From an optimization exercise on the open Yosys and OpenROAD flow, aimed at small area; shortcuts taken in it are not production practice.
Only simulation tests tie the RTL to the original design; equivalence was not proved.

[flow/flow/run.sh]
#!/bin/bash
# The standard ORFS layout (the standard.sh, standard synthesis) with two
# changes: the port buffers are the smallest buffer cell, and clock tree
# synthesis inserts no dummy loads.
set -euo pipefail
cat >> config.mk <<'EOC'
export BUFFER_PORTS_ARGS = -buffer_cell sky130_fd_sc_hd__buf_1
export CTS_ARGS = -sink_clustering_enable -repair_clock_nets -dont_use_dummy_load -buf_list {sky130_fd_sc_hd__clkbuf_4 sky130_fd_sc_hd__clkbuf_8}
EOC
bash standard.sh finish > flow.log 2>&1
[flow/standard.sh]
#!/bin/bash
# synth_recipe.tcl (not shown) runs the flow's synth.tcl, then flattens the netlist and writes it again
# the make line also repeats each setting of config.mk as NAME=value (left out here)
make -C /OpenROAD-flow-scripts/flow DESIGN_CONFIG=/design/flow/config.mk WORK_HOME=/design/flow/orfs CLKGATE_MAP_FILE= SYNTH_SCRIPT=/design/flow/synth_recipe.tcl "${@:-finish}"
[flow/config.mk]
export PLATFORM = sky130hd
export DESIGN_NAME = synthCore
export DESIGN_NICKNAME = synthCore
export VERILOG_FILES = /design/flow/design.v
export SDC_FILE = /design/flow/constraint.sdc
export NUM_CORES = 4
export LEC_CHECK = 0
export CAP_MARGIN = 20
export CORE_MARGIN = 2
export CORE_UTILIZATION = 60
export CTS_BUF_LIST = sky130_fd_sc_hd__clkbuf_8
export SLEW_MARGIN = 20
export BUFFER_PORTS_ARGS = -buffer_cell sky130_fd_sc_hd__buf_1
export CTS_ARGS = -sink_clustering_enable -repair_clock_nets -dont_use_dummy_load -buf_list {sky130_fd_sc_hd__clkbuf_4 sky130_fd_sc_hd__clkbuf_8}
[flow/constraint.sdc]
create_clock -name core_clock -period 10.0 [get_ports {MAX10_CLK2_50}]
set_input_delay 2.0000 -clock core_clock [delete_from_list [all_inputs] [get_ports {MAX10_CLK2_50}]]
set_output_delay 2.0000 -clock core_clock [all_outputs]
set_load 0.01 [all_outputs]
[flow/design.v]
`timescale 1ns/10ps
`default_nettype none
module voiceMixer
(
	input logic [15:0] A,
	input logic [4:0] one,
	input logic [4:0] two,
	input logic [4:0] neg,
	input logic [32:0] ag,
	output logic [32:0] sum
);
	wire pp0_0 = ((one[0] & A[0]) | (two[0] & 1'b0)) ^ neg[0];
	wire pp0_1 = ((one[0] & A[1]) | (two[0] & A[0])) ^ neg[0];
	wire pp0_2 = ((one[0] & A[2]) | (two[0] & A[1])) ^ neg[0];
	wire pp0_3 = ((one[0] & A[3]) | (two[0] & A[2])) ^ neg[0];
	wire pp0_4 = ((one[0] & A[4]) | (two[0] & A[3])) ^ neg[0];
	wire pp0_5 = ((one[0] & A[5]) | (two[0] & A[4])) ^ neg[0];
	wire pp0_6 = ((one[0] & A[6]) | (two[0] & A[5])) ^ neg[0];
	wire pp0_7 = ((one[0] & A[7]) | (two[0] & A[6])) ^ neg[0];
	wire pp0_8 = ((one[0] & A[8]) | (two[0] & A[7])) ^ neg[0];
	wire pp0_9 = ((one[0] & A[9]) | (two[0] & A[8])) ^ neg[0];
	wire pp0_10 = ((one[0] & A[10]) | (two[0] & A[9])) ^ neg[0];
	wire pp0_11 = ((one[0] & A[11]) | (two[0] & A[10])) ^ neg[0];
	wire pp0_12 = ((one[0] & A[12]) | (two[0] & A[11])) ^ neg[0];
	wire pp0_13 = ((one[0] & A[13]) | (two[0] & A[12])) ^ neg[0];
	wire pp0_14 = ((one[0] & A[14]) | (two[0] & A[13])) ^ neg[0];
	wire pp0_15 = ((one[0] & A[15]) | (two[0] & A[14])) ^ neg[0];
	wire pp0_16 = ((one[0] & 1'b0) | (two[0] & A[15])) ^ neg[0];
	wire ns0 = ~neg[0];
	wire pp1_0 = ((one[1] & A[0]) | (two[1] & 1'b0)) ^ neg[1];
	wire pp1_1 = ((one[1] & A[1]) | (two[1] & A[0])) ^ neg[1];
	wire pp1_2 = ((one[1] & A[2]) | (two[1] & A[1])) ^ neg[1];
	wire pp1_3 = ((one[1] & A[3]) | (two[1] & A[2])) ^ neg[1];
	wire pp1_4 = ((one[1] & A[4]) | (two[1] & A[3])) ^ neg[1];
	wire pp1_5 = ((one[1] & A[5]) | (two[1] & A[4])) ^ neg[1];
	wire pp1_6 = ((one[1] & A[6]) | (two[1] & A[5])) ^ neg[1];
	wire pp1_7 = ((one[1] & A[7]) | (two[1] & A[6])) ^ neg[1];
	wire pp1_8 = ((one[1] & A[8]) | (two[1] & A[7])) ^ neg[1];
	wire pp1_9 = ((one[1] & A[9]) | (two[1] & A[8])) ^ neg[1];
	wire pp1_10 = ((one[1] & A[10]) | (two[1] & A[9])) ^ neg[1];
	wire pp1_11 = ((one[1] & A[11]) | (two[1] & A[10])) ^ neg[1];
	wire pp1_12 = ((one[1] & A[12]) | (two[1] & A[11])) ^ neg[1];
	wire pp1_13 = ((one[1] & A[13]) | (two[1] & A[12])) ^ neg[1];
	wire pp1_14 = ((one[1] & A[14]) | (two[1] & A[13])) ^ neg[1];
	wire pp1_15 = ((one[1] & A[15]) | (two[1] & A[14])) ^ neg[1];
	wire pp1_16 = ((one[1] & 1'b0) | (two[1] & A[15])) ^ neg[1];
	wire ns1 = ~neg[1];
	wire pp2_0 = ((one[2] & A[0]) | (two[2] & 1'b0)) ^ neg[2];
	wire pp2_1 = ((one[2] & A[1]) | (two[2] & A[0])) ^ neg[2];
	wire pp2_2 = ((one[2] & A[2]) | (two[2] & A[1])) ^ neg[2];
	wire pp2_3 = ((one[2] & A[3]) | (two[2] & A[2])) ^ neg[2];
	wire pp2_4 = ((one[2] & A[4]) | (two[2] & A[3])) ^ neg[2];
	wire pp2_5 = ((one[2] & A[5]) | (two[2] & A[4])) ^ neg[2];
	wire pp2_6 = ((one[2] & A[6]) | (two[2] & A[5])) ^ neg[2];
	wire pp2_7 = ((one[2] & A[7]) | (two[2] & A[6])) ^ neg[2];
	wire pp2_8 = ((one[2] & A[8]) | (two[2] & A[7])) ^ neg[2];
	wire pp2_9 = ((one[2] & A[9]) | (two[2] & A[8])) ^ neg[2];
	wire pp2_10 = ((one[2] & A[10]) | (two[2] & A[9])) ^ neg[2];
	wire pp2_11 = ((one[2] & A[11]) | (two[2] & A[10])) ^ neg[2];
	wire pp2_12 = ((one[2] & A[12]) | (two[2] & A[11])) ^ neg[2];
	wire pp2_13 = ((one[2] & A[13]) | (two[2] & A[12])) ^ neg[2];
	wire pp2_14 = ((one[2] & A[14]) | (two[2] & A[13])) ^ neg[2];
	wire pp2_15 = ((one[2] & A[15]) | (two[2] & A[14])) ^ neg[2];
	wire pp2_16 = ((one[2] & 1'b0) | (two[2] & A[15])) ^ neg[2];
	wire ns2 = ~neg[2];
	wire pp3_0 = ((one[3] & A[0]) | (two[3] & 1'b0)) ^ neg[3];
	wire pp3_1 = ((one[3] & A[1]) | (two[3] & A[0])) ^ neg[3];
	wire pp3_2 = ((one[3] & A[2]) | (two[3] & A[1])) ^ neg[3];
	wire pp3_3 = ((one[3] & A[3]) | (two[3] & A[2])) ^ neg[3];
	wire pp3_4 = ((one[3] & A[4]) | (two[3] & A[3])) ^ neg[3];
	wire pp3_5 = ((one[3] & A[5]) | (two[3] & A[4])) ^ neg[3];
	wire pp3_6 = ((one[3] & A[6]) | (two[3] & A[5])) ^ neg[3];
	wire pp3_7 = ((one[3] & A[7]) | (two[3] & A[6])) ^ neg[3];
	wire pp3_8 = ((one[3] & A[8]) | (two[3] & A[7])) ^ neg[3];
	wire pp3_9 = ((one[3] & A[9]) | (two[3] & A[8])) ^ neg[3];
	wire pp3_10 = ((one[3] & A[10]) | (two[3] & A[9])) ^ neg[3];
	wire pp3_11 = ((one[3] & A[11]) | (two[3] & A[10])) ^ neg[3];
	wire pp3_12 = ((one[3] & A[12]) | (two[3] & A[11])) ^ neg[3];
	wire pp3_13 = ((one[3] & A[13]) | (two[3] & A[12])) ^ neg[3];
	wire pp3_14 = ((one[3] & A[14]) | (two[3] & A[13])) ^ neg[3];
	wire pp3_15 = ((one[3] & A[15]) | (two[3] & A[14])) ^ neg[3];
	wire pp3_16 = ((one[3] & 1'b0) | (two[3] & A[15])) ^ neg[3];
	wire ns3 = ~neg[3];
	wire pp4_0 = ((one[4] & A[0]) | (two[4] & 1'b0)) ^ neg[4];
	wire pp4_1 = ((one[4] & A[1]) | (two[4] & A[0])) ^ neg[4];
	wire pp4_2 = ((one[4] & A[2]) | (two[4] & A[1])) ^ neg[4];
	wire pp4_3 = ((one[4] & A[3]) | (two[4] & A[2])) ^ neg[4];
	wire pp4_4 = ((one[4] & A[4]) | (two[4] & A[3])) ^ neg[4];
	wire pp4_5 = ((one[4] & A[5]) | (two[4] & A[4])) ^ neg[4];
	wire pp4_6 = ((one[4] & A[6]) | (two[4] & A[5])) ^ neg[4];
	wire pp4_7 = ((one[4] & A[7]) | (two[4] & A[6])) ^ neg[4];
	wire pp4_8 = ((one[4] & A[8]) | (two[4] & A[7])) ^ neg[4];
	wire pp4_9 = ((one[4] & A[9]) | (two[4] & A[8])) ^ neg[4];
	wire pp4_10 = ((one[4] & A[10]) | (two[4] & A[9])) ^ neg[4];
	wire pp4_11 = ((one[4] & A[11]) | (two[4] & A[10])) ^ neg[4];
	wire pp4_12 = ((one[4] & A[12]) | (two[4] & A[11])) ^ neg[4];
	wire pp4_13 = ((one[4] & A[13]) | (two[4] & A[12])) ^ neg[4];
	wire pp4_14 = ((one[4] & A[14]) | (two[4] & A[13])) ^ neg[4];
	wire pp4_15 = ((one[4] & A[15]) | (two[4] & A[14])) ^ neg[4];
	wire pp4_16 = ((one[4] & 1'b0) | (two[4] & A[15])) ^ neg[4];
	wire ns4 = ~neg[4];
	wire s1 = ag[0] ^ neg[0] ^ pp0_0;
	wire c2 = (ag[0] & neg[0]) | (ag[0] & pp0_0) | (neg[0] & pp0_0);
	wire s3 = ag[1] ^ pp0_1 ^ c2;
	wire c4 = (ag[1] & pp0_1) | (ag[1] & c2) | (pp0_1 & c2);
	wire s5 = ag[2] ^ pp0_2 ^ c4;
	wire c6 = (ag[2] & pp0_2) | (ag[2] & c4) | (pp0_2 & c4);
	wire s7 = ag[3] ^ pp0_3 ^ c6;
	wire c8 = (ag[3] & pp0_3) | (ag[3] & c6) | (pp0_3 & c6);
	wire s9 = ag[4] ^ pp0_4 ^ c8;
	wire c10 = (ag[4] & pp0_4) | (ag[4] & c8) | (pp0_4 & c8);
	wire s11 = ag[5] ^ pp0_5 ^ c10;
	wire c12 = (ag[5] & pp0_5) | (ag[5] & c10) | (pp0_5 & c10);
	wire s13 = ag[6] ^ pp0_6 ^ c12;
	wire c14 = (ag[6] & pp0_6) | (ag[6] & c12) | (pp0_6 & c12);
	wire s15 = ag[7] ^ pp0_7 ^ c14;
	wire c16 = (ag[7] & pp0_7) | (ag[7] & c14) | (pp0_7 & c14);
	wire s17 = ag[8] ^ neg[1] ^ pp0_8;
	wire c18 = (ag[8] & neg[1]) | (ag[8] & pp0_8) | (neg[1] & pp0_8);
	wire s19 = pp1_0 ^ s17 ^ c16;
	wire c20 = (pp1_0 & s17) | (pp1_0 & c16) | (s17 & c16);
	wire s21 = ag[9] ^ pp0_9 ^ pp1_1;
	wire c22 = (ag[9] & pp0_9) | (ag[9] & pp1_1) | (pp0_9 & pp1_1);
	wire s23 = c18 ^ s21 ^ c20;
	wire c24 = (c18 & s21) | (c18 & c20) | (s21 & c20);
	wire s25 = ag[10] ^ neg[2] ^ pp0_10;
	wire c26 = (ag[10] & neg[2]) | (ag[10] & pp0_10) | (neg[2] & pp0_10);
	wire s27 = pp1_2 ^ pp2_0 ^ c22;
	wire c28 = (pp1_2 & pp2_0) | (pp1_2 & c22) | (pp2_0 & c22);
	wire s29 = s25 ^ s27 ^ c24;
	wire c30 = (s25 & s27) | (s25 & c24) | (s27 & c24);
	wire s31 = ag[11] ^ pp0_11 ^ pp1_3;
	wire c32 = (ag[11] & pp0_11) | (ag[11] & pp1_3) | (pp0_11 & pp1_3);
	wire s33 = pp2_1 ^ c26 ^ s31;
	wire c34 = (pp2_1 & c26) | (pp2_1 & s31) | (c26 & s31);
	wire s35 = c28 ^ s33 ^ c30;
	wire c36 = (c28 & s33) | (c28 & c30) | (s33 & c30);
	wire s37 = ag[12] ^ neg[3] ^ pp0_12;
	wire c38 = (ag[12] & neg[3]) | (ag[12] & pp0_12) | (neg[3] & pp0_12);
	wire s39 = pp1_4 ^ pp2_2 ^ pp3_0;
	wire c40 = (pp1_4 & pp2_2) | (pp1_4 & pp3_0) | (pp2_2 & pp3_0);
	wire s41 = c32 ^ s37 ^ s39;
	wire c42 = (c32 & s37) | (c32 & s39) | (s37 & s39);
	wire s43 = c34 ^ s41 ^ c36;
	wire c44 = (c34 & s41) | (c34 & c36) | (s41 & c36);
	wire s45 = ag[13] ^ pp0_13 ^ pp1_5;
	wire c46 = (ag[13] & pp0_13) | (ag[13] & pp1_5) | (pp0_13 & pp1_5);
	wire s47 = pp2_3 ^ pp3_1 ^ c38;
	wire c48 = (pp2_3 & pp3_1) | (pp2_3 & c38) | (pp3_1 & c38);
	wire s49 = c40 ^ s45 ^ c42;
	wire c50 = (c40 & s45) | (c40 & c42) | (s45 & c42);
	wire s51 = s47 ^ s49 ^ c44;
	wire c52 = (s47 & s49) | (s47 & c44) | (s49 & c44);
	wire s53 = ag[14] ^ neg[4] ^ pp0_14;
	wire c54 = (ag[14] & neg[4]) | (ag[14] & pp0_14) | (neg[4] & pp0_14);
	wire s55 = pp1_6 ^ pp2_4 ^ pp3_2;
	wire c56 = (pp1_6 & pp2_4) | (pp1_6 & pp3_2) | (pp2_4 & pp3_2);
	wire s57 = pp4_0 ^ c46 ^ s53;
	wire c58 = (pp4_0 & c46) | (pp4_0 & s53) | (c46 & s53);
	wire s59 = s55 ^ c48 ^ s57;
	wire c60 = (s55 & c48) | (s55 & s57) | (c48 & s57);
	wire s61 = c50 ^ s59 ^ c52;
	wire c62 = (c50 & s59) | (c50 & c52) | (s59 & c52);
	wire s63 = ag[15] ^ pp0_15 ^ pp1_7;
	wire c64 = (ag[15] & pp0_15) | (ag[15] & pp1_7) | (pp0_15 & pp1_7);
	wire s65 = pp2_5 ^ pp3_3 ^ pp4_1;
	wire c66 = (pp2_5 & pp3_3) | (pp2_5 & pp4_1) | (pp3_3 & pp4_1);
	wire s67 = c54 ^ c56 ^ s63;
	wire c68 = (c54 & c56) | (c54 & s63) | (c56 & s63);
	wire s69 = s65 ^ c58 ^ s67;
	wire c70 = (s65 & c58) | (s65 & s67) | (c58 & s67);
	wire s71 = c60 ^ s69 ^ c62;
	wire c72 = (c60 & s69) | (c60 & c62) | (s69 & c62);
	wire s73 = ag[16] ^ pp0_16 ^ pp1_8;
	wire c74 = (ag[16] & pp0_16) | (ag[16] & pp1_8) | (pp0_16 & pp1_8);
	wire s75 = pp2_6 ^ pp3_4 ^ pp4_2;
	wire c76 = (pp2_6 & pp3_4) | (pp2_6 & pp4_2) | (pp3_4 & pp4_2);
	wire s77 = c64 ^ c66 ^ s73;
	wire c78 = (c64 & c66) | (c64 & s73) | (c66 & s73);
	wire s79 = s75 ^ c68 ^ s77;
	wire c80 = (s75 & c68) | (s75 & s77) | (c68 & s77);
	wire s81 = c70 ^ s79 ^ c72;
	wire c82 = (c70 & s79) | (c70 & c72) | (s79 & c72);
	wire s83 = ag[17] ^ ns0 ^ pp1_9;
	wire c84 = (ag[17] & ns0) | (ag[17] & pp1_9) | (ns0 & pp1_9);
	wire s85 = pp2_7 ^ pp3_5 ^ pp4_3;
	wire c86 = (pp2_7 & pp3_5) | (pp2_7 & pp4_3) | (pp3_5 & pp4_3);
	wire s87 = c74 ^ c76 ^ s83;
	wire c88 = (c74 & c76) | (c74 & s83) | (c76 & s83);
	wire s89 = s85 ^ c78 ^ s87;
	wire c90 = (s85 & c78) | (s85 & s87) | (c78 & s87);
	wire s91 = ag[18] ^ pp1_10 ^ pp2_8;
	wire c92 = (ag[18] & pp1_10) | (ag[18] & pp2_8) | (pp1_10 & pp2_8);
	wire s93 = pp3_6 ^ pp4_4 ^ c84;
	wire c94 = (pp3_6 & pp4_4) | (pp3_6 & c84) | (pp4_4 & c84);
	wire s95 = c86 ^ s91 ^ c88;
	wire c96 = (c86 & s91) | (c86 & c88) | (s91 & c88);
	wire s97 = s93 ^ c90 ^ s95;
	wire c98 = (s93 & c90) | (s93 & s95) | (c90 & s95);
	wire s99 = ag[19] ^ pp1_11 ^ pp2_9;
	wire c100 = (ag[19] & pp1_11) | (ag[19] & pp2_9) | (pp1_11 & pp2_9);
	wire s101 = pp3_7 ^ pp4_5 ^ c92;
	wire c102 = (pp3_7 & pp4_5) | (pp3_7 & c92) | (pp4_5 & c92);
	wire s103 = s99 ^ c94 ^ s101;
	wire c104 = (s99 & c94) | (s99 & s101) | (c94 & s101);
	wire s105 = c96 ^ s103;
	wire c106 = c96 & s103;
	wire s107 = ag[20] ^ pp1_12 ^ pp2_10;
	wire c108 = (ag[20] & pp1_12) | (ag[20] & pp2_10) | (pp1_12 & pp2_10);
	wire s109 = pp3_8 ^ pp4_6 ^ c100;
	wire c110 = (pp3_8 & pp4_6) | (pp3_8 & c100) | (pp4_6 & c100);
	wire s111 = s107 ^ c102 ^ s109;
	wire c112 = (s107 & c102) | (s107 & s109) | (c102 & s109);
	wire s113 = c104 ^ s111;
	wire c114 = c104 & s111;
	wire s115 = ag[21] ^ pp1_13 ^ pp2_11;
	wire c116 = (ag[21] & pp1_13) | (ag[21] & pp2_11) | (pp1_13 & pp2_11);
	wire s117 = pp3_9 ^ pp4_7 ^ c108;
	wire c118 = (pp3_9 & pp4_7) | (pp3_9 & c108) | (pp4_7 & c108);
	wire s119 = s115 ^ c110 ^ s117;
	wire c120 = (s115 & c110) | (s115 & s117) | (c110 & s117);
	wire s121 = c112 ^ s119;
	wire c122 = c112 & s119;
	wire s123 = ag[22] ^ pp1_14 ^ pp2_12;
	wire c124 = (ag[22] & pp1_14) | (ag[22] & pp2_12) | (pp1_14 & pp2_12);
	wire s125 = pp3_10 ^ pp4_8 ^ c116;
	wire c126 = (pp3_10 & pp4_8) | (pp3_10 & c116) | (pp4_8 & c116);
	wire s127 = s123 ^ c118 ^ s125;
	wire c128 = (s123 & c118) | (s123 & s125) | (c118 & s125);
	wire s129 = c120 ^ s127;
	wire c130 = c120 & s127;
	wire s131 = ag[23] ^ pp1_15 ^ pp2_13;
	wire c132 = (ag[23] & pp1_15) | (ag[23] & pp2_13) | (pp1_15 & pp2_13);
	wire s133 = pp3_11 ^ pp4_9 ^ c124;
	wire c134 = (pp3_11 & pp4_9) | (pp3_11 & c124) | (pp4_9 & c124);
	wire s135 = s131 ^ c126 ^ s133;
	wire c136 = (s131 & c126) | (s131 & s133) | (c126 & s133);
	wire s137 = c128 ^ s135;
	wire c138 = c128 & s135;
	wire s139 = ag[24] ^ pp1_16 ^ pp2_14;
	wire c140 = (ag[24] & pp1_16) | (ag[24] & pp2_14) | (pp1_16 & pp2_14);
	wire s141 = pp3_12 ^ pp4_10 ^ c132;
	wire c142 = (pp3_12 & pp4_10) | (pp3_12 & c132) | (pp4_10 & c132);
	wire s143 = s139 ^ c134 ^ s141;
	wire c144 = (s139 & c134) | (s139 & s141) | (c134 & s141);
	wire s145 = c136 ^ s143;
	wire c146 = c136 & s143;
	wire s147 = ag[25] ^ ns1 ^ pp2_15;
	wire c148 = (ag[25] & ns1) | (ag[25] & pp2_15) | (ns1 & pp2_15);
	wire s149 = pp3_13 ^ pp4_11 ^ c140;
	wire c150 = (pp3_13 & pp4_11) | (pp3_13 & c140) | (pp4_11 & c140);
	wire s151 = s147 ^ c142 ^ s149;
	wire c152 = (s147 & c142) | (s147 & s149) | (c142 & s149);
	wire s153 = c144 ^ s151;
	wire c154 = c144 & s151;
	wire s155 = ag[26] ^ pp2_16 ^ pp3_14;
	wire c156 = (ag[26] & pp2_16) | (ag[26] & pp3_14) | (pp2_16 & pp3_14);
	wire s157 = pp4_12 ^ c148 ^ s155;
	wire c158 = (pp4_12 & c148) | (pp4_12 & s155) | (c148 & s155);
	wire s159 = c150 ^ s157 ^ c152;
	wire c160 = (c150 & s157) | (c150 & c152) | (s157 & c152);
	wire s161 = ag[27] ^ ns2 ^ pp3_15;
	wire c162 = (ag[27] & ns2) | (ag[27] & pp3_15) | (ns2 & pp3_15);
	wire s163 = pp4_13 ^ c156 ^ s161;
	wire c164 = (pp4_13 & c156) | (pp4_13 & s161) | (c156 & s161);
	wire s165 = c158 ^ s163;
	wire c166 = c158 & s163;
	wire s167 = ag[28] ^ pp3_16 ^ pp4_14;
	wire c168 = (ag[28] & pp3_16) | (ag[28] & pp4_14) | (pp3_16 & pp4_14);
	wire s169 = c162 ^ s167 ^ c164;
	wire c170 = (c162 & s167) | (c162 & c164) | (s167 & c164);
	wire s171 = ag[29] ^ ns3 ^ pp4_15;
	wire c172 = (ag[29] & ns3) | (ag[29] & pp4_15) | (ns3 & pp4_15);
	wire s173 = c168 ^ s171;
	wire c174 = c168 & s171;
	wire s175 = ag[30] ^ pp4_16 ^ c172;
	wire c176 = (ag[30] & pp4_16) | (ag[30] & c172) | (pp4_16 & c172);
	wire s177 = ag[31] ^ ns4;
	wire c178 = ag[31] & ns4;
	wire s179 = c80 ^ s89;
	wire c180 = c80 & s89;
	wire s181 = s97 ^ c180;
	wire c182 = s97 & c180;
	wire s183 = c98 ^ s105 ^ c182;
	wire c184 = (c98 & s105) | (c98 & c182) | (s105 & c182);
	wire s185 = c106 ^ s113 ^ c184;
	wire c186 = (c106 & s113) | (c106 & c184) | (s113 & c184);
	wire s187 = c114 ^ s121 ^ c186;
	wire c188 = (c114 & s121) | (c114 & c186) | (s121 & c186);
	wire s189 = c122 ^ s129 ^ c188;
	wire c190 = (c122 & s129) | (c122 & c188) | (s129 & c188);
	wire s191 = c130 ^ s137 ^ c190;
	wire c192 = (c130 & s137) | (c130 & c190) | (s137 & c190);
	wire s193 = c138 ^ s145 ^ c192;
	wire c194 = (c138 & s145) | (c138 & c192) | (s145 & c192);
	wire is195 = s179 ^ (c82);
	wire ip196 = s179;
	wire is197 = s181 ^ (c82 & ip196);
	wire ip198 = ip196 & s181;
	wire is199 = s183 ^ (c82 & ip198);
	wire ip200 = ip198 & s183;
	wire is201 = s185 ^ (c82 & ip200);
	wire ip202 = ip200 & s185;
	wire is203 = s187 ^ (c82 & ip202);
	wire ip204 = ip202 & s187;
	wire is205 = s189 ^ (c82 & ip204);
	wire ip206 = ip204 & s189;
	wire is207 = s191 ^ (c82 & ip206);
	wire ip208 = ip206 & s191;
	wire is209 = s193 ^ (c82 & ip208);
	wire ip210 = ip208 & s193;
	wire ic211 = c194 | (c82 & ip210);
	wire s212 = c146 ^ s153;
	wire c213 = c146 & s153;
	wire s214 = c154 ^ s159 ^ c213;
	wire c215 = (c154 & s159) | (c154 & c213) | (s159 & c213);
	wire s216 = c160 ^ s165 ^ c215;
	wire c217 = (c160 & s165) | (c160 & c215) | (s165 & c215);
	wire s218 = c166 ^ s169 ^ c217;
	wire c219 = (c166 & s169) | (c166 & c217) | (s169 & c217);
	wire s220 = c170 ^ s173 ^ c219;
	wire c221 = (c170 & s173) | (c170 & c219) | (s173 & c219);
	wire s222 = c174 ^ s175 ^ c221;
	wire c223 = (c174 & s175) | (c174 & c221) | (s175 & c221);
	wire s224 = c176 ^ s177 ^ c223;
	wire c225 = (c176 & s177) | (c176 & c223) | (s177 & c223);
	wire s226 = ag[32] ^ c178 ^ c225;
	wire c227 = (ag[32] & c178) | (ag[32] & c225) | (c178 & c225);
	wire is228 = s212 ^ (ic211);
	wire ip229 = s212;
	wire is230 = s214 ^ (ic211 & ip229);
	wire ip231 = ip229 & s214;
	wire is232 = s216 ^ (ic211 & ip231);
	wire ip233 = ip231 & s216;
	wire is234 = s218 ^ (ic211 & ip233);
	wire ip235 = ip233 & s218;
	wire is236 = s220 ^ (ic211 & ip235);
	wire ip237 = ip235 & s220;
	wire is238 = s222 ^ (ic211 & ip237);
	wire ip239 = ip237 & s222;
	wire is240 = s224 ^ (ic211 & ip239);
	wire ip241 = ip239 & s224;
	wire is242 = s226 ^ (ic211 & ip241);
	wire ip243 = ip241 & s226;
	wire ic244 = c227 | (ic211 & ip243);
	assign sum = {is242, is240, is238, is236, is234, is232, is230, is228, is209, is207, is205, is203, is201, is199, is197, is195, s81, s71, s61, s51, s43, s35, s29, s23, s19, s15, s13, s11, s9, s7, s5, s3, s1};
endmodule
`default_nettype wire
`timescale 1ns/10ps
`default_nettype none
module synthCore
(
	input logic MAX10_CLK2_50,
	input logic rstN,
	input logic sampleTick,
	input logic [25:0] cfg,
	output logic signed [15:0] sampleOut,
	output logic sampleValid
);
	logic [3:0][3:0] notes;
	logic [3:0][1:0] waves;
	logic [15:0] amp;
	logic rtV;
	logic [1:0] rtIdx;
	logic [3:0][7:0] ph;
	logic [2:0] st;
	logic [7:0] sp;
	logic [1:0] sw;
	logic lastF;
	logic [32:0] acc;
	wire wrV = cfg[25] & ~cfg[24];
	wire wrA = cfg[25] & cfg[24];
	always_ff @(posedge MAX10_CLK2_50 or negedge rstN) begin
		if (!rstN) begin
			notes <= '0;
			waves <= '0;
			amp <= '0;
			rtV <= 1'b0;
		end else begin
			rtV <= wrV;
			if (wrV) begin
				notes[cfg[23:22]] <= cfg[21:18];
				waves[cfg[23:22]] <= cfg[17:16];
			end
			if (wrA) amp <= cfg[15:0];
		end
	end
	always_ff @(posedge MAX10_CLK2_50) rtIdx <= cfg[23:22];
	wire [1:0] vi = st[1:0];
	wire enV = st[2];
	wire [1:0] tIdx = st[1:0] - 2'd1;
	wire tV = (st[2] & (st[1:0] != 2'd0)) | (st == 3'b000);
	logic pzT;
	wire [7:0] phSel = ph[tIdx];
	wire [7:0] phNext = phSel + {4'b0, notes[tIdx]} + 8'd1;
	wire [3:0] hit = rtV ? (4'b0001 << rtIdx) : 4'b0000;
	always_ff @(posedge MAX10_CLK2_50 or negedge rstN) begin
		if (!rstN) begin
			ph <= '0;
		end else begin
			for (int i = 0; i < 4; i++) begin
				if (tV && tIdx == 2'(i)) ph[i] <= (pzT | hit[i]) ? 8'd0 : phNext;
				else if (hit[i] && !(enV && vi == 2'(i))) ph[i] <= '0;
			end
		end
	end
	always_ff @(posedge MAX10_CLK2_50) begin
		pzT <= hit[vi];
		sp <= phSel;
		sw <= waves[tIdx];
	end
	logic [7:0] x;
	logic sn;
	logic [4:0] one, two, neg;
	wire isSq = (sw == 2'd2);
	wire isTri = (sw == 2'd3);
	always_comb begin
		case (sw)
			2'd1: begin x = {~sp[7], sp[6:0]}; sn = 1'b0; end
			2'd2: begin x = 8'h80; sn = ~sp[7]; end
			2'd3: begin x = {~sp[6], sp[5:0], 1'b0}; sn = sp[7]; end
			default: begin x = 8'h00; sn = 1'b0; end
		endcase
		one[0] = isSq;
		two[0] = isTri & sp[7];
		neg[0] = (isSq & ~sp[7]) | (isTri & sp[7]);
		for (int i = 0; i < 4; i++) begin
			logic b2, b1, b0;
			b2 = x[2*i+1];
			b1 = x[2*i];
			b0 = (i == 0) ? 1'b0 : x[2*i-1];
			one[i+1] = b1 ^ b0;
			two[i+1] = (b2 & ~b1 & ~b0) | (~b2 & b1 & b0);
			neg[i+1] = b2 ^ sn;
		end
	end
	wire [32:0] sum;
	localparam logic [32:0] frameBias = 33'h157f80000;
	wire first = (st == 3'b110);
	wire [32:0] ag = first ? frameBias : acc;
	voiceMixer mac (
		.A(amp),
		.one(one),
		.two(two),
		.neg(neg),
		.ag(ag),
		.sum(sum)
	);
	always_ff @(posedge MAX10_CLK2_50) acc <= sum;
	always_ff @(posedge MAX10_CLK2_50 or negedge rstN) begin
		if (!rstN) begin
			st <= 3'b001;
			lastF <= 1'b0;
			sampleValid <= 1'b0;
			sampleOut <= '0;
		end else begin
			if (st[2]) st <= {~&st[1:0], st[1:0] + 2'd1};
			else st <= sampleTick ? 3'b100 : 3'b001;
			lastF <= (st == 3'b000);
			sampleValid <= lastF;
			if (lastF) sampleOut <= sum[32:17];
		end
	end
endmodule
`default_nettype wire
==> results.yml, run 1 <==
outcome:
  outcome: "timing/DRC/antenna clean"
place:
  portBuffers: 45
  gp_congestion: 0.842
  dp_hpwl_um: 16400
  preCtsSetupSlack_ns: 1.59
global_routing:
  grt_max_degree: 74
  grt_pass1_wl_um: 37500
  first_global_vias: 7332
  grt_remaining_overflow: 0
  antenna_found_initial: 0
  grt_usage: 0.273
clocking:
  htreeDepth: 4
  cts.clk_slew.worst_paths_ns: 0.06
  cts.sinks: 140
  cts_resized: 0
  clock_path_buffers: 2
  postCtsHoldBufs: 0
  cts_tree: "done"
  post-cts-setup-buffers: 0
  cts_root_buf: "clkbuf_8"
  clk_latency_ns: 0.45
  numCtsBuffers: 17
route:
  drc_errors: 0
  drt_iter0_drc: 575
  wl_per_cell_um: 18.9
  final_antenna_net_count: 0
  viasPerCell: 5.75
  routed_wl_um: 22400
  vias: 6794
  drtPass1Iterations: 5
synthesis:
  synth_edf_count: 0
  syn_inst: 943
  synth-compound-area-share: 0.122
  ys.flop_type: "dfrtp_1"
  synth_mux_area_frac: 0.0779
  synth-xor-area-share: 0.0849
  synth.area.top_cells: "dfrtp_1 23%, fa_1 18%, dfxtp_1 9.2%"
  syn_nets: 1093
  synth_simple_gate_area_frac: 0.0945
  synth_area_mm2: 0.0100
  synth_top_family_by_area: "adder cells"
  yosysWarnings: 1
  syn_area_per_cell_um2: 10.6
  synth_top_area_frac: 0.233
  synth_cell_types: 58
  ys_ff_latch: 140
  synth_seq_area_share: 0.327
  yosysMostFrequentCell: "inv_1"
  synth_area_leader_cell: "dfrtp_1"
  synthArstFlopShare: 0.671
  synth-adder-area-share: 0.220
  ys_top_cells_by_count: "103 x inv_1, 93 x dfrtp_1, 91 x fa_1, 84 x nand2_1, 83 x xnor2_1"
timing:
  setup_slack_ns: 1.58
  fmax_mhz: 119
  drv_slew: 0
  finClkSkew_ns: 0.0315
  worst_pin_slew_ns: 0.947
  tns_ns: 0
  setup_viol: 0
  rsz0062_at_grt: "no"
  fin_crit_sh: 0.842
  slew_headroom: 0.369
  hold_viol_final: 0
  fin_crit_ns: 8.42
worst_hold_path:
  holdPathEnd: "ph[9]"
  min_path_type: "reg2reg"
  worstHoldStart: "ph[9]"
  hold_depth: 2
worst_setup_path:
  path_max_fanout: 27
  path_class: "reg2reg"
  ff2ff_path_depth: 22
  cp.required_ns: 10.32
  r2r-end: "sampleOut[13]"
  cp-start-kind: "flop"
  r2r_setup_slack_ns: 1.58
  r2r_start: "sw[0]"
  cp-end-kind: "flop"
  crit_arrival_ns: 8.74
finish:
  layout-drive-gt1-share: 0.101
  antenna_cells: 0
  nets: 1113
  area_delta_synth_final_pct: 4.29
die:
  die_w_um: 133
  floorplan.initialDensity: 0.608
  rows: 47
  core_area_mm2: 0.0165
  fp.dieArea_mm2: 0.0177
  die_h_um: 133
  ioPinCount: 46
flow_run:
  maxCapViolations: 0
## registers in the layout, indices dropped and copies added, names as in the netlist
| name | cells |
|---|---|
| sampleValid | 1 |
| st | 3 |
| notes | 16 |
| sw | 2 |
| ph | 32 |
| rtV | 1 |
| waves | 8 |
| lastF | 1 |
| acc | 33 |
| sampleOut | 16 |
| rtIdx | 2 |
| pzT | 1 |
| sp | 8 |
| amp | 16 |
## area by class of cell
class,instances,area (µm²)
multi-input combinational,641,6000
timing repair buffer,56,255
clock buffer,17,234
sequential,140,3270
fill,1348,6030
inverter,107,402
tap,220,275
## layout by cell type (no fill, tap or decap), drive strengths merged, types with 2 or more instances in the layout
cell type and n:
nand2b 5, a21oi 21, fa 91, ha 30, o311a 2, clkbuf 18, nand3b 5, inv 107
nor3 5, nand2 84, nand3 10, o211ai 2, o21ai 46, a22o 26, and3 6, xnor2 83
and2 16, a21boi 2, mux2 35, dfxtp 46, nor3b 5, a22oi 63, or3b 2, mux2i 7
nor2b 8, nor2 42, dfrtp 93, o21a 2, mux4 14, xor2 14, o31ai 2, buf 55
## stage by stage
| step | utilization | hold slack [ns] | std cells | cell area [µm²] |
|---|---|---|---|---|
| final | 0.634 | 0.474 | 1181 | 10400 |
| after global placement | 0.619 | 0.457 | 1164 | 10200 |
| after global routing | 0.634 | 0.493 | 1181 | 10400 |
| after detailed placement | 0.620 | 0.466 | 1164 | 10200 |
| after floorplan | - | 0.352 | 943 | 10000 |
| after CTS | 0.634 | 0.480 | 1181 | 10400 |
## critical path, stage by stage, from the launching register on
cell	delay, ns
dfxtp_1	0.82
inv_1	0.58
nor3_4	0.73
a22oi_1	0.18
xnor2_1	0.20
fa_1	0.43
inv_1	0.08
fa_1	0.43
fa_1	0.37
inv_1	0.08
fa_1	0.43
ha_1	0.23
fa_1	0.39
fa_1	0.40
fa_1	0.40
fa_1	0.39
fa_1	0.36
inv_1	0.07
fa_1	0.47
o41ai_4	0.59
nand4b_1	0.19
xnor2_1	0.18
mux2_2	0.26
## worst max path at each step
| stage | slack [ns] | start | end | cells past startpoint |
|---|---|---|---|---|
| finish | 1.58 | sw[0] | sampleOut[13] | 22 |
| CTS | 1.58 | sw[0] | sampleOut[13] | 22 |
| detailed placement | 1.59 | sw[0] | sampleOut[13] | 22 |
| global route | 1.11 | st[0] | sampleOut[13] | 29 |
| global placement | 1.83 | sw[0] | sampleOut[9] | 28 |
| floorplan | 2.56 | st[0] | sampleOut[9] | 30 |
## cell families (layout without fill, tap and decap cells)
logic type,count (synthesis),in the layout
xor gates and xnor gates,97,97
buffers and inverters,162,180
and+or+nand+nor,194,194
muxes,56,56
AOI/OAI and AO/OA,173,173
DFF,140,140
adders and majority gates,121,121
## layer usage
metal | share of wire | vias up | track usage
li1 | - | 3148 | -
met1 | 0.41 | 3395 | 0.345
met2 | 0.52 | 215 | 0.470
met3 | 0.052 | 36 | 0.0582
met4 | 0.022 | 0 | 0.0946
met5 | 0 | - | 0
==> run 2, diff against run 1 <==
==> flow/flow/run.sh (replaced) <==
#!/bin/bash
# The standard layout (standard.sh, with its standard synthesis) with
# these changes:
# - after synthesis, fapol.py picks each full adder's polarity (a full adder
#   is self-dual) so the netlist needs fewer inverters, and turns half adders
#   with one output in use into plain gates; registers are not touched;
# - the port buffers are the smallest buffer cell;
# - clock tree synthesis inserts no dummy loads.
# Each tool's output goes to a log file here: synth.log, fapol.log, flow.log.
set -euo pipefail
cat >> config.mk <<'EOC'
export BUFFER_PORTS_ARGS = -buffer_cell sky130_fd_sc_hd__buf_1
export CTS_ARGS = -sink_clustering_enable -repair_clock_nets -dont_use_dummy_load -buf_list {sky130_fd_sc_hd__clkbuf_4 sky130_fd_sc_hd__clkbuf_8}
EOC
bash standard.sh synth > synth.log 2>&1
R=orfs/results/sky130hd/synthCore/base
cp $R/1_2_yosys.v $R/1_2_yosys.orig.v
python3 flow/fapol.py $R/1_2_yosys.orig.v $R/1_2_yosys.v > fapol.log 2>&1
rm -f $R/1_synth.odb
bash standard.sh finish > flow.log 2>&1
==> flow/flow/fapol.py (new file) <==
#!/usr/bin/env python3
"""Choose the polarity of each full-adder cell in a mapped netlist to need as
few inverters as possible. A full adder is self-dual: FA(~a,~b,~c) gives ~sum
and ~carry, so a cell can take the complements of its inputs and give the
complements of its outputs. Inverter cells are dissolved into polarities,
the polarities chosen, and one inverter is put back for each net that some
load needs in the other polarity.

usage: fapol.py IN.v OUT.v
"""
import os
import re
import sys

src = open(sys.argv[1]).read()
m = re.search(r'^module\s+(\w+)\((.*?)\);\n', src, re.M | re.S)
head_end = m.end()
body_start = head_end
# split declarations and cells
cell_re = re.compile(r'  (sky130_fd_sc_hd__\w+)\s+(\S+)\s*\(\n(.*?)\n  \);\n', re.S)
pin_re = re.compile(r'\.(\w+)\((.*?)\)(?:,)?\s*$', re.M)
decls = []
cells = []
pos = head_end
rest = src[head_end:]
end_idx = rest.rindex('endmodule')
rest_body = rest[:end_idx]
i = 0
for mm in cell_re.finditer(rest_body):
    pre = rest_body[i:mm.start()]
    if pre.strip():
        decls.append(pre)
    pins = [(p, n.strip()) for p, n in pin_re.findall(mm.group(3))]
    cells.append([mm.group(1), mm.group(2), pins])
    i = mm.end()
tail = rest_body[i:]
assert not re.search(r'\bassign\b', rest_body), "assign statements not handled"
assert tail.strip() == '', tail[:200]

OUTPINS = {'X', 'Y', 'Q', 'Q_N', 'SUM', 'COUT', 'HI', 'LO'}

# half adders with one output in use become a plain xor2 or and2, whose input
# polarities are free (xor2/xnor2, and2/and2b/nor2)
_used = {}
for t, n, pins in cells:
    for p, net in pins:
        if p not in OUTPINS:
            _used[net] = _used.get(net, 0) + 1
for mm in re.finditer(r'^\s*output\s+(?:\[(\d+):(\d+)\]\s+)?(\w+);', src, re.M):
    if mm.group(1):
        for b in range(min(int(mm.group(1)), int(mm.group(2))), max(int(mm.group(1)), int(mm.group(2))) + 1):
            _used[f"{mm.group(3)}[{b}]"] = 1
    else:
        _used[mm.group(3)] = 1
_keep = []
nconv = 0
for c in cells:
    t, n, pins = c
    if re.fullmatch(r'sky130_fd_sc_hd__ha_\d+', t):
        d = dict(pins)
        su, co = _used.get(d.get('SUM'), 0), _used.get(d.get('COUT'), 0)
        if su and not co:
            c[0] = 'sky130_fd_sc_hd__xor2_1'
            c[2] = [('A', d['A']), ('B', d['B']), ('X', d['SUM'])]
            nconv += 1
        elif co and not su:
            c[0] = 'sky130_fd_sc_hd__and2_1'
            c[2] = [('A', d['A']), ('B', d['B']), ('X', d['COUT'])]
            nconv += 1
        elif not su and not co:
            nconv += 1
            continue
    _keep.append(c)
cells = _keep


def is_inv(t):
    return re.fullmatch(r'sky130_fd_sc_hd__(inv|clkinv)_\d+', t) is not None


def is_x(t):
    return re.fullmatch(r'sky130_fd_sc_hd__x(n?)or2_\d+', t) is not None


def toggle_x(t):
    return t.replace('xnor2', 'XOR2').replace('xor2', 'xnor2').replace('XOR2', 'xor2')


def is_and(t):
    return t == 'sky130_fd_sc_hd__and2_1' and not os.environ.get('FAPOL_NOAND')


def is_fa(t):
    return re.fullmatch(r'sky130_fd_sc_hd__fa_\d+', t) is not None


ports_out = set()
for mm in re.finditer(r'^\s*output\s+(?:\[(\d+):(\d+)\]\s+)?(\w+);', src, re.M):
    if mm.group(1):
        hi, lo = int(mm.group(1)), int(mm.group(2))
        for b in range(min(hi, lo), max(hi, lo) + 1):
            ports_out.add(f"{mm.group(3)}[{b}]")
    else:
        ports_out.add(mm.group(3))

driver = {}
for ci, (t, n, pins) in enumerate(cells):
    for p, net in pins:
        if p in OUTPINS:
            driver[net] = (ci, p)

# literal of a net: (base net, parity)
memo = {}


def lit(net):
    if net in memo:
        return memo[net]
    d = driver.get(net)
    if d is not None and is_inv(cells[d[0]][0]) and net not in ports_out:
        a = dict(cells[d[0]][2])['A']
        b, p = lit(a)
        r = (b, p ^ 1)
    else:
        r = (net, 0)
    memo[net] = r
    return r


fas = [ci for ci, c in enumerate(cells) if is_fa(c[0])]
fa_of_out = {}
for ci in fas:
    for p, net in cells[ci][2]:
        if p in ('SUM', 'COUT'):
            fa_of_out[net] = ci

# demands: list of (consumer cell or None for port, pin, base, parity)
demands = []
for ci, (t, n, pins) in enumerate(cells):
    if is_inv(t) and dict(pins)['Y'] not in ports_out:
        continue  # dissolved
    for p, net in pins:
        if p in OUTPINS:
            continue
        b, par = lit(net)
        demands.append((ci, p, b, par))
for net in ports_out:
    b, par = lit(net)
    if (b, par) != (net, 0):
        demands.append((None, net, b, par))

flip = {ci: 0 for ci in fas}
by_base = {}
for k, (ci, p, b, par) in enumerate(demands):
    by_base.setdefault(b, []).append(k)
fa_in_demands = {ci: [] for ci in fas}
for k, (ci, p, b, par) in enumerate(demands):
    if ci in flip:
        fa_in_demands[ci].append(k)


def phys(b):
    ci = fa_of_out.get(b)
    return flip[ci] if ci is not None else 0


def need(k):
    ci, p, b, par = demands[k]
    return par ^ (flip[ci] if ci in flip else 0)


import os
NOX = os.environ.get('FAPOL_NOX')
if NOX:
    is_x = lambda t: False
free = set(k for k, (ci, p, b, par) in enumerate(demands) if ci is not None and (is_x(cells[ci][0]) or is_and(cells[ci][0])))


def base_cost(b):
    ph = phys(b)
    return 1 if any(need(k) != ph for k in by_base.get(b, []) if k not in free) else 0


def fa_cost(ci):
    bs = set(demands[k][2] for k in fa_in_demands[ci])
    for p, net in cells[ci][2]:
        if p in ('SUM', 'COUT'):
            bs.add(net)
    return bs


def total():
    return sum(base_cost(b) for b in by_base)


before = total()
changed = True
rounds = 0
while changed and rounds < (0 if os.environ.get('FAPOL_NOFLIP') else 50):
    changed = False
    rounds += 1
    for ci in fas:
        bs = fa_cost(ci)
        c0 = sum(base_cost(b) for b in bs)
        flip[ci] ^= 1
        c1 = sum(base_cost(b) for b in bs)
        if c1 < c0:
            changed = True
        else:
            flip[ci] ^= 1
import random
rng = random.Random(1)
best = total()
best_flip = dict(flip)
cur = best
T = 1.0
for it in range(20000 if not os.environ.get('FAPOL_NOFLIP') else 0):
    ci = rng.choice(fas)
    bs = fa_cost(ci)
    c0 = sum(base_cost(b) for b in bs)
    flip[ci] ^= 1
    c1 = sum(base_cost(b) for b in bs)
    d = c1 - c0
    if d <= 0 or rng.random() < pow(2.718, -d / T):
        cur += d
        if cur < best:
            best = cur
            best_flip = dict(flip)
    else:
        flip[ci] ^= 1
    T = max(0.05, T * 0.9997)
flip.update(best_flip)
after = total()
print(f"fapol: {nconv} half adders made plain, {len(fas)} full adders, {sum(flip.values())} flipped, inverted nets {before} -> {after}", file=sys.stderr)

# rebuild
cnt = [0]


def fresh(tag):
    cnt[0] += 1
    return f"_fapol_{tag}{cnt[0]}_"


newwires = []
newcells = []
P = {}
N = {}


def pnet(b):
    if b not in P:
        if phys(b):
            # the flipped adder drives ~b; b itself through an inverter
            P[b] = b
        else:
            P[b] = b
    return P[b]


flipped_out = {}
for ci in fas:
    if flip[ci]:
        for p, net in cells[ci][2]:
            if p in ('SUM', 'COUT'):
                nn = fresh('n')
                newwires.append(nn)
                flipped_out[net] = nn


def get(b, want):
    """Physical net that carries b ^ want."""
    ph = phys(b)
    if ph:
        if want == 1:
            return flipped_out[b]
        key = (b, 0)
        if key not in N:
            N[key] = b
            newcells.append(('sky130_fd_sc_hd__inv_1', fresh('i'), [('A', flipped_out[b]), ('Y', b)]))
        return N[key]
    if want == 0:
        return b
    key = (b, 1)
    if key not in N:
        nn = fresh('n')
        newwires.append(nn)
        newcells.append(('sky130_fd_sc_hd__inv_1', fresh('i'), [('A', b), ('Y', nn)]))
        N[key] = nn
    return N[key]


out_cells = []
for ci, (t, n, pins) in enumerate(cells):
    if is_inv(t) and dict(pins)['Y'] not in ports_out:
        continue
    np = []
    andpol = []
    for p, net in pins:
        if p in OUTPINS:
            if ci in flip and flip[ci] and p in ('SUM', 'COUT'):
                np.append((p, flipped_out[net]))
            else:
                np.append((p, net))
        elif is_and(t):
            b, par = lit(net)
            have = phys(b)
            np.append((p, flipped_out[b] if have else b))
            andpol.append(have != par)
        elif is_x(t):
            b, par = lit(net)
            have = phys(b)
            np.append((p, flipped_out[b] if have else b))
            if have != par:
                t = toggle_x(t)
        else:
            b, par = lit(net)
            want = par ^ (flip[ci] if ci in flip else 0)
            np.append((p, get(b, want)))
    if is_and(t):
        (pa, na), (pb, nb2) = [(q, x) for q, x in np if q in ('A', 'B')]
        out = [x for q, x in np if q == 'X'][0]
        ia, ib = andpol
        if not ia and not ib:
            t, np = 'sky130_fd_sc_hd__and2_1', [('A', na), ('B', nb2), ('X', out)]
        elif ia and ib:
            t, np = 'sky130_fd_sc_hd__nor2_1', [('A', na), ('B', nb2), ('Y', out)]
        elif ia:
            t, np = 'sky130_fd_sc_hd__and2b_1', [('A_N', na), ('B', nb2), ('X', out)]
        else:
            t, np = 'sky130_fd_sc_hd__and2b_1', [('A_N', nb2), ('B', na), ('X', out)]
    if is_x(t):
        op = 'Y' if 'xnor2' in t else 'X'
        np = [((op if q in ('X', 'Y') else q), net) for q, net in np]
    out_cells.append((t, n, np))
for net in ports_out:
    b, par = lit(net)
    if (b, par) != (net, 0):
        # port driven through an inverter chain: keep one inverter
        out_cells.append(('sky130_fd_sc_hd__inv_1', fresh('i'), [('A', get(b, par ^ 1)), ('Y', net)]))
out_cells += newcells


def fmt(t, n, pins):
    ps = ",\n".join(f"    .{p}({net}{' ' if net.startswith(chr(92)) else ''})" for p, net in pins)
    return f"  {t} {n} (\n{ps}\n  );\n"


with open(sys.argv[2], 'w') as f:
    f.write(src[:head_end])
    f.write("".join(decls))
    for w in newwires:
        f.write(f"  wire {w};\n")
    for c in out_cells:
        f.write(fmt(*c))
    f.write("endmodule\n")
==> results.yml, run 2 <==
finish:
  layout-drive-gt1-share: 0.102
  area_delta_synth_final_pct: 4.31
  largest_reg_flops: 33
  top_regs: "acc (33), ph (32)"
  nets: 1064
  layout_common_cells: "93 x dfrtp_1, 91 x fa_1, 84 x nand2_1"
  fillCellCount: 1322
  regMostFlops: "acc"
  layout_commonest_cell: "dfrtp_1"
  postLayoutCoreUtil: 0.642
  antenna_cells: 0
clocking:
  post-cts-setup-buffers: 0
  cts_resized: 0
  clock_path_buffers: 2
  cts_tree: "done"
  cts.sinks: 140
  numCtsBuffers: 17
  cts.clk_slew.worst_paths_ns: 0.07
  postCtsHoldBufs: 0
  cts_root_buf: "clkbuf_8"
  clk_latency_ns: 0.46
  htreeDepth: 4
worst_setup_path:
  path_max_fanout: 27
  path_class: "reg2reg"
  crit_path_cell_trace: "inv_1, o311a_2, nor3_4, a22oi_1, xor2_1, fa_1, fa_1, fa_1, fa_1, ha_1, fa_1, fa_1, fa_1, fa_1, fa_1, fa_1, inv_1, o41ai_4, nand4b_1, xnor2_1, mux2_2"
  crit_arrival_ns: 9.05
  slowest_delay_ns: 0.97
  crit_buf_inv: 2
  cp-start-kind: "flop"
  critPathTopFamily: "adder cells"
  cp_common_cell: "fa_1"
  slowest_stage: "dfxtp_1"
  cp.required_ns: 10.33
  cp-end-kind: "flop"
route:
  drtPass1Iterations: 5
  vias: 6731
  dr.max_layer_used: "met4"
  final_antenna_net_count: 0
  viasPerCell: 5.93
  wl_met1_um: 9180
  wl_per_cell_um: 19.5
  drt_iter0_drc: 571
  wl_met2_um: 11400
  dr_wl_met3_um: 1150
  drc_errors: 0
  routed_wl_um: 22200
synthesis:
  syn_area_per_cell_um2: 10.8
  yosysWarnings: 1
  syn_nets: 1047
  syn_inst: 905
  synth_area_mm2: 0.00982
timing:
  hold_viol_final: 0
  finClkSkew_ns: 0.0317
  rsz0062_at_grt: "no"
  fin_hold_ws_ns: 0.483
  worst_pin_slew_ns: 1.01
  fin_crit_sh: 0.872
  drv_slew: 0
  setup_viol: 0
  slew_headroom: 0.323
  tns_ns: 0
  fin_crit_ns: 8.72
  fmax_mhz: 115
place:
  gp_congestion: 0.856
  portBuffers: 45
  dp_hpwl_um: 16500
die:
  floorplan.initialDensity: 0.616
  ioPinCount: 46
  die_w_um: 132
  rows: 46
  core_area_mm2: 0.0159
  die_h_um: 132
  fp.dieArea_mm2: 0.0174
global_routing:
  first_global_vias: 7160
  grt_max_degree: 76
  antenna_found_initial: 0
  grt_pass1_wl_um: 37000
  grt_usage: 0.273
  grt_remaining_overflow: 0
worst_hold_path:
  min_path_type: "reg2reg"
flow_run:
  maxCapViolations: 0
outcome:
  outcome: "timing/DRC/antenna clean"
[run 2: changes by cell type in the layout (fill, tap and decap cells not counted), moves of 4 or more]
| cell | delta |
|---|---|
| inv_1 | -34 |
| xnor2_1 | -25 |
| xor2_1 | +25 |
| ha_1 | -8 |
| and2b_1 | +4 |
| inv_2 | -4 |
[run 2: layout make-up]
cell class | instances | area, µm² | area share
multi-input cells | 641 | 5970 | 0.583
flip-flops and latches | 140 | 3270 | 0.320
well taps | 216 | 270 | 0.0264
inverters | 69 | 259 | 0.0253
clock buffers | 17 | 234 | 0.0228
repair buffers | 53 | 233 | 0.0227
[run 2: worst paths after layout]
kind | start | endpoint | cells after the start | slack (ns)
setup / recovery | sw[1] | sampleOut[13] | 21 | 1.28
hold / removal | ph[10] | ph[10] | 2 | 0.48
setup reg to reg | sw[1] | sampleOut[13] | 21 | 1.28
hold reg to reg | ph[10] | ph[10] | 2 | 0.48
max in group asynchronous | rstN | rtV | 2 | 7.27
min in group asynchronous | rstN | sampleOut[9] | 1 | 1.48
[run 2: worst reg2reg max path: cells and delay by family, from the launching register on]
| kind | cells | cell delay [ns] |
|---|---|---|
| buf+inv | 2 | 0.51 |
| flops | 1 | 0.97 |
| xor+xnor | 2 | 0.39 |
| mux | 1 | 0.27 |
| simple gates | 2 | 0.78 |
| compound gates | 3 | 1.18 |
| fa+ha+maj | 11 | 4.49 |
[run 2: stage by stage]
step | std cells | instance area, µm² | setup slack (ns)
2_1_floorplan | 905 | 9820 | 2.59
3_3_place_gp | 1119 | 9990 | 1.52
3_5_place_dp | 1119 | 10000 | 1.33
4_1_cts | 1136 | 10200 | 1.32
5_1_grt | 1136 | 10200 | 0.920
6_report | 1136 | 10200 | 1.28
[run 2: routing by layer]
metal / vias up / global-route usage
li1: 3071 / -
met1: 3406 / 0.355
met2: 218 / 0.466
met3: 36 / 0.0488
met4: 0 / 0.0888
met5: - / 0
==> run 3, diff against run 2 <==
--- a/flow/design.v
+++ b/flow/design.v
@@ -365,5 +365,4 @@
 	logic [3:0][7:0] ph;
 	logic [2:0] st;
-	logic [7:0] sp;
 	logic [1:0] sw;
 	logic lastF;
@@ -391,21 +390,25 @@
 	wire [1:0] tIdx = st[1:0] - 2'd1;
 	wire tV = (st[2] & (st[1:0] != 2'd0)) | (st == 3'b000);
-	logic pzT;
-	wire [7:0] phSel = ph[tIdx];
-	wire [7:0] phNext = phSel + {4'b0, notes[tIdx]} + 8'd1;
-	wire [3:0] hit = rtV ? (4'b0001 << rtIdx) : 4'b0000;
+	wire [1:0] sIdx = {lastF | ~st[1], lastF | st[0]};
+	wire sV = lastF | (st[2] & st[1]) | (st == 3'b000);
+	wire [1:0] rot = sV ? sIdx : 2'd0;
+	logic pzT, pzS;
+	wire [7:0] sp = ph[0];
+	wire [7:0] phNext = (pzS | (rtV && rtIdx == sIdx)) ? 8'd0 : (sp + {4'b0, notes[sIdx]} + 8'd1);
+	wire [1:0] zSlot = rtIdx - rot - {1'b0, sV};
+	wire zEn = rtV && !(enV && rtIdx == vi) && !(tV && rtIdx == tIdx);
 	always_ff @(posedge MAX10_CLK2_50 or negedge rstN) begin
 		if (!rstN) begin
 			ph <= '0;
 		end else begin
-			for (int i = 0; i < 4; i++) begin
-				if (tV && tIdx == 2'(i)) ph[i] <= (pzT | hit[i]) ? 8'd0 : phNext;
-				else if (hit[i] && !(enV && vi == 2'(i))) ph[i] <= '0;
+			for (int k = 0; k < 4; k++) begin
+				if (zEn && zSlot == 2'(k)) ph[k] <= '0;
+				else if (sV) ph[k] <= (k == 3) ? phNext : ph[(k + 1) % 4];
 			end
 		end
 	end
 	always_ff @(posedge MAX10_CLK2_50) begin
-		pzT <= hit[vi];
-		sp <= phSel;
+		pzT <= rtV && rtIdx == vi;
+		pzS <= pzT | (rtV && rtIdx == tIdx);
 		sw <= waves[tIdx];
 	end
==> results.yml, run 3 <==
outcome:
  outcome: "timing/DRC/antenna clean"
clocking:
  cts_resized: 0
  htreeDepth: 4
  post-cts-setup-buffers: 0
  cts_root_buf: "clkbuf_8"
  postCtsHoldBufs: 0
  cts_tree: "done"
  cts.sinks: 133
  numCtsBuffers: 17
  cts.clk_slew.worst_paths_ns: 0.07
  clock_path_buffers: 2
  clk_latency_ns: 0.46
worst_setup_path:
  cp-end-kind: "flop"
  r2r_setup_slack_ns: 1.32
  path_class: "reg2reg"
  cp_common_cell: "fa_1"
  r2r-end: "sampleOut[9]"
  r2r_start: "ph[7]"
  cp.required_ns: 10.32
  cp-start-kind: "flop"
  ff2ff_path_depth: 30
  path_max_fanout: 27
  slowest_stage: "dfrtp_1"
  crit_arrival_ns: 9.00
  slowest_delay_ns: 0.83
finish:
  regMostFlops: "acc"
  area_delta_synth_final_pct: 4.24
  layout_commonest_cell: "nand2_1"
  largest_reg_flops: 33
  fillCellCount: 1351
  final_cells: 1197
  regArea_mm2: 0.00313
  top_regs: "acc (33), ph (32)"
  nets: 1127
  layout_common_cells: "125 x nand2_1, 93 x dfrtp_1, 91 x fa_1"
  multiInputGateArea_mm2: 0.00613
  antenna_cells: 0
  layout-drive-gt1-share: 0.0958
timing:
  setup_viol: 0
  fin_crit_ns: 8.68
  tns_ns: 0
  drv_slew: 0
  fmax_mhz: 115
  fin_crit_sh: 0.868
  setup_slack_ns: 1.32
  worst_pin_slew_ns: 1.04
  finClkSkew_ns: 0.0319
  rsz0062_at_grt: "no"
  slew_headroom: 0.305
  hold_viol_final: 0
synthesis:
  yosysWarnings: 1
  syn_inst: 970
  syn_nets: 1114
  synth_area_mm2: 0.00985
  syn_area_per_cell_um2: 10.2
place:
  dp_hpwl_um: 16700
  portBuffers: 45
  dp.cells: 1180
  preCtsSetupSlack_ns: 1.42
  gp_congestion: 0.956
route:
  vias: 7049
  wl_per_cell_um: 18.8
  routed_wl_um: 22500
  viasPerCell: 5.89
  drtPass1Iterations: 5
  drt_iter0_drc: 525
  final_antenna_net_count: 0
  drc_errors: 0
worst_hold_path:
  hold_depth: 1
  worstHoldStart: "pzT"
  holdPathEnd: "pzS"
  min_path_type: "reg2reg"
global_routing:
  antenna_found_initial: 0
  grt_pass1_wl_um: 37400
  first_global_vias: 7325
  grt_max_degree: 63
  grt_usage: 0.274
  grt_remaining_overflow: 0
die:
  die_h_um: 132
  rows: 46
  fp.dieArea_mm2: 0.0175
  ioPinCount: 46
  floorplan.initialDensity: 0.618
  die_w_um: 132
  core_area_mm2: 0.0159
flow_run:
  maxCapViolations: 0
run 3: cell type report:
cell class	instances	area share
tap	216	0.0263
inverter	67	0.0245
clock buffer	17	0.0228
multi-input combinational	709	0.597
timing repair buffer	55	0.0241
sequential	133	0.305
run 3: how the worst max path moves through the flow:
stage | from | endpoint | slack (ns) | cells after the start
2_1_floorplan | st[0] | sampleOut[9] | 2.36 | 31
3_3_place_gp | sw[1] | sampleOut[13] | 1.62 | 22
3_5_place_dp | ph[7] | sampleOut[9] | 1.42 | 30
4_1_cts | ph[7] | sampleOut[9] | 1.39 | 30
5_1_grt | ph[7] | sampleOut[9] | 0.79 | 30
6_report | ph[7] | sampleOut[9] | 1.32 | 30
run 3: critical path: cells and delay by family, from the launching register on:
family | cells | cell delay (ns)
AOI/OAI and AO/OA | 3 | 0.44
xor gates and xnor gates | 1 | 0.16
adders and majority gates | 17 | 5.32
buffers and inverters | 3 | 0.48
DFF | 1 | 0.83
muxes | 1 | 0.26
and+or+nand+nor | 5 | 1.05
run 3: per-layer routing:
metal  vias up  share of wire  global-route usage
li1       3268              -                   -
met1      3495           0.43               0.366
met2       249           0.49               0.455
met3        37          0.057              0.0554
met4         0          0.020              0.0797
met5         -              0                   0
run 3: through the flow:
step	cell area, µm²	utilization	hold slack [ns]
after global placement	10000	0.629	0.420
after CTS	10300	0.644	0.455
after floorplan	9850	-	0.349
final	10300	0.644	0.457
after global routing	10300	0.644	0.479
after detailed placement	10000	0.629	0.427

==> afterwards: timing with drivers on the ports <==
The flow's constraints put no driver on any port. The routed layouts listed below were extracted and timed again, unchanged, in two steps.
Step 1, drivers: a clkbuf_16 drives MAX10_CLK2_50 and a buf_2 each remaining input, both assumed.
Step 2 also shifts input and output timing later by t, the mid clock arrival at the registers, as if the neighbouring blocks saw the same clock.
Slacks: ideal ports / drivers / drivers and shift; pairs: ideal ports / drivers.
run	t, ns	setup slack, ns	clock arrival spread, ns
run 1	0.475	1.582 / 1.582 / 1.582	0.039 / 0.040
run 2	0.486	1.281 / 1.281 / 1.281	0.032 / 0.032
run 3	0.484	1.321 / 1.321 / 1.321	0.033 / 0.033
After both steps setup and hold are still met in every run listed.
